From an optimization exercise on the open Yosys and OpenROAD flow, aimed at small area and a short achievable clock period; shortcuts taken in it are not production practice.
The RTL was checked by simulation tests, not by an equivalence proof against the original design.
Power figures rest on the tool's default switching activity, not on a simulated workload.

Design pipelined_fpu, start of the top module:
module pipelined_fpu (
    input  wire logic                      clk,
    input  wire logic                      reset,
    input  wire logic                      start,
    input  wire logic [1:0]                op,         
    input  wire logic [31:0]               a,
    input  wire logic [31:0]               b,
    output logic                           done,
    output logic [31:0]                    result
);
Size in the first run: about 230 flip-flops, roughly 100 I/O pins.
Settings: LEC_CHECK=0, ABC_AREA=1, CAP_MARGIN=20, CORE_MARGIN=2, CORE_UTILIZATION=40, SETUP_SLACK_MARGIN=5, SLEW_MARGIN=20; clock period 10.0 ns.
standard.sh (not shown) runs the stock make flow with config.mk's settings and CLKGATE_MAP_FILE= SYNTH_SCRIPT=/design/flow/synth_recipe.tcl, a recipe that flattens the netlist after the stock synthesis.
==> flow/flow/run.sh <==
#!/bin/bash
# The standard layout (the standard.sh, unchanged synthesis), except that
# the port buffers are plain buf_1 cells, which the flow's repair steps may
# resize, instead of the delay cell buffer_ports picks by default.
export BUFFER_PORTS_ARGS="-buffer_cell sky130_fd_sc_hd__buf_1"
bash standard.sh > standard.log 2>&1
Change:
--- a/flow/design.v
+++ b/flow/design.v
@@ -42,17 +42,17 @@
     logic [W:0] g [0:L];
     logic [W:0] p [0:L];
     logic [W-1:0] hp;
     always_comb begin
         g[0][0] = cin;
         p[0][0] = 1'b0;
         for (int i = 0; i < W; i++) begin
             g[0][i+1] = x[i] & y[i];
-            p[0][i+1] = x[i] ^ y[i];
+            p[0][i+1] = x[i] | y[i];
             hp[i]     = x[i] ^ y[i];
         end
         for (int l = 1; l <= L; l++) begin
             for (int i = 0; i <= W; i++) begin
                 if (i >= (1 << (l - 1))) begin
                     g[l][i] = g[l-1][i] | (p[l-1][i] & g[l-1][i - (1 << (l - 1))]);
                     p[l][i] = p[l-1][i] & p[l-1][i - (1 << (l - 1))];
                 end else begin
@@ -1009,17 +1009,17 @@
     output logic                           done,
     output logic [31:0]                    result
 );
     logic        sa, sb, sbe, sub0;
     logic [7:0]  ea, eb;
     logic [22:0] fa, fb, fa0, fb0;
     logic        az, bz, aff, bff, anan, bnan, ainf, binf;
     logic        is_mul;
-    logic        swapf, elt, ge, sela;
+    logic        swapf, elt, ge, sela, rev0;
     logic [7:0]  dab, dba, d0;
     logic [8:0]  e0;
     logic [22:0] big0;
     logic [23:0] small0;
     logic [34:0] f0;
     logic [10:0] neg0;
     logic [11:0] one0, two0;
     logic        spff0, spzero0, q0, nanp0, spsign0;
@@ -1046,17 +1046,18 @@
         sub0   = sa ^ sbe;
         fa0    = az ? 23'd0 : fa;                    
         fb0    = bz ? 23'd0 : fb;
         dab  = ea - eb;
         dba  = eb - ea;
         ge   = ~elt;
         d0   = ge ? dab : dba;
         e0   = is_mul ? ({1'b0, ea} + {1'b0, eb}) : {1'b0, ge ? ea : eb};
-        sela   = anan | (~bnan & (is_mul | ~swapf));
+        rev0 = swapf & ge & sub0;
+        sela   = anan | (~bnan & (is_mul | ge));
         big0   = sela ? fa0 : fb0;
         small0 = sela ? {~bz, fb0} : {~az, fa0};
         f0     = is_mul ? {neg0, one0, two0} : {11'd0, small0};
         spff0   = 1'b0;
         spzero0 = 1'b0;
         q0      = 1'b0;
         nanp0   = 1'b0;
         spsign0 = 1'b0;
@@ -1086,17 +1087,17 @@
                 spff0 = 1'b1; spsign0 = sa;
             end else if (binf) begin
                 spff0 = 1'b1; spsign0 = sbe;
             end else if (az & bz) begin
                 spzero0 = 1'b1; spsign0 = sa & sbe;
             end
         end
     end
-    logic        v1, mul1, sub1, spff1, spzero1, q1, nanp1, spsign1, sa1, sbe1, swapf1;
+    logic        v1, mul1, sub1, spff1, spzero1, q1, nanp1, spsign1, sa1, sbe1, swapf1, rev1;
     logic [22:0] big1;
     logic [34:0] f1;
     logic [7:0]  d1;
     logic [8:0]  e1;
     always_ff @(posedge clk) begin
         if (reset) v1 <= 1'b0;
         else       v1 <= start;
     end
@@ -1106,54 +1107,52 @@
         spff1   <= spff0;
         spzero1 <= spzero0;
         q1      <= q0;
         nanp1   <= nanp0;
         spsign1 <= spsign0;
         sa1     <= sa;
         sbe1    <= sbe;
         swapf1  <= swapf;
+        rev1    <= rev0;
         big1    <= big0;
         f1      <= f0;
         d1      <= d0;
         e1      <= e0;
     end
     logic [47:14] ps, pc;
     logic         pcin;
     logic         sign1;
     logic [9:0]   e1x;
     fp_mul_csa u_mul (.x(big1), .neg(f1[34:24]), .one(f1[23:12]), .two(f1[11:0]),
                       .ps(ps), .pc(pc), .pcin(pcin));
     logic [23:0] smallf;
     logic [24:0] bwin, awin;
-    logic [22:0] smask;
+    logic [23:0] smask;
     logic        sticky;
     logic [24:0] addsum;
     logic        addco;
     logic [25:0] x1;
-    fp_add_ks #(.W(25)) u_add (.x(awin), .y(bwin ^ {25{sub1}}), .cin(sub1 & ~sticky),
+    fp_add_ks #(.W(25)) u_add (.x(awin), .y(bwin ^ {25{sub1}}), .cin(sub1 & ~sticky & ~rev1),
                                .sum(addsum), .cout(addco));
     always_comb begin
         if (spff1 | spzero1)
             sign1 = spsign1;
         else if (mul1)
             sign1 = sa1 ^ sbe1;
         else
             sign1 = swapf1 ? sbe1 : sa1;
         e1x = mul1 ? ({1'b0, e1} - 10'd126) : {2'b00, e1[7:0]};
         smallf = f1[23:0];
         awin   = {1'b1, big1, 1'b0};
         bwin   = (d1 >= 8'd25) ? 25'd0 : ({smallf, 1'b0} >> d1[4:0]);
-        for (int i = 0; i < 23; i++)
-            smask[i] = (d1 >= 8'(i + 2));
-        if (d1 > 8'd24)
-            sticky = smallf[23] & (d1 <= 8'd47);
-        else
-            sticky = |(smallf[22:0] & smask[22:0]);
-        x1     = {addco & ~sub1, addsum};
+        for (int i = 0; i < 24; i++)
+            smask[i] = (d1 >= 8'(i + 2)) && (d1 <= 8'(i + 24));
+        sticky = |(smallf & smask);
+        x1     = {addco & ~sub1, addsum ^ {25{rev1}}};
         if (spff1)
             x1 = {4'd0, big1[21:0] & {22{nanp1}}};
     end
     logic        v2, mul2, sign2, spff2, spzero2, q2;
     logic [9:0]  e2;
     logic [47:14] ps2, pc2;
     logic        pcin2;
     logic [25:0] x2;
Total power rises by a few percent.
Via count rises by a few percent.
Core utilization rises by 0.15 points.
Clock skew falls by 8.1 ps.
Non-clock buffer count rises by 21.
Wire length rises by a few percent.
Setup slack barely changes.
Design area rises by a few percent.
Area after synthesis rises by a few percent.
Clock power falls by roughly a tenth.
Critical path depth falls by 19.

## what the ideal ports hide
No port has a modelled driver above. Below, the same layouts with a new extraction and two added sets of constraints.
Step 1 assumes that a clkbuf_16 drives the clock port and a buf_2 every other input.
Step 2 adds t to the input delays and takes it off the output delays; t is the mean of the earliest and latest rising clock arrival at the registers after step 1. Input paths then give back, and output paths get back, about the clock's delay inside the block.
Slacks: ideal ports / drivers / drivers and shift; pairs: ideal ports / drivers.
| run | shift t [ns] | setup slack, ns | worst setup path at the end | latest minus earliest clock arrival (ns) |
|---|---|---|---|---|
| the first run | 0.653 | 5.291 / 5.291 / 4.710 | input to register | 0.024 / 0.024 |
| the second run | 0.648 | 5.294 / 5.294 / 4.787 | input to register | 0.016 / 0.016 |
After both steps every run listed still meets setup and hold. For the first run, which loses most, drivers alone change the setup slack by 0.000 ns; drivers and shift together by -0.581 ns.
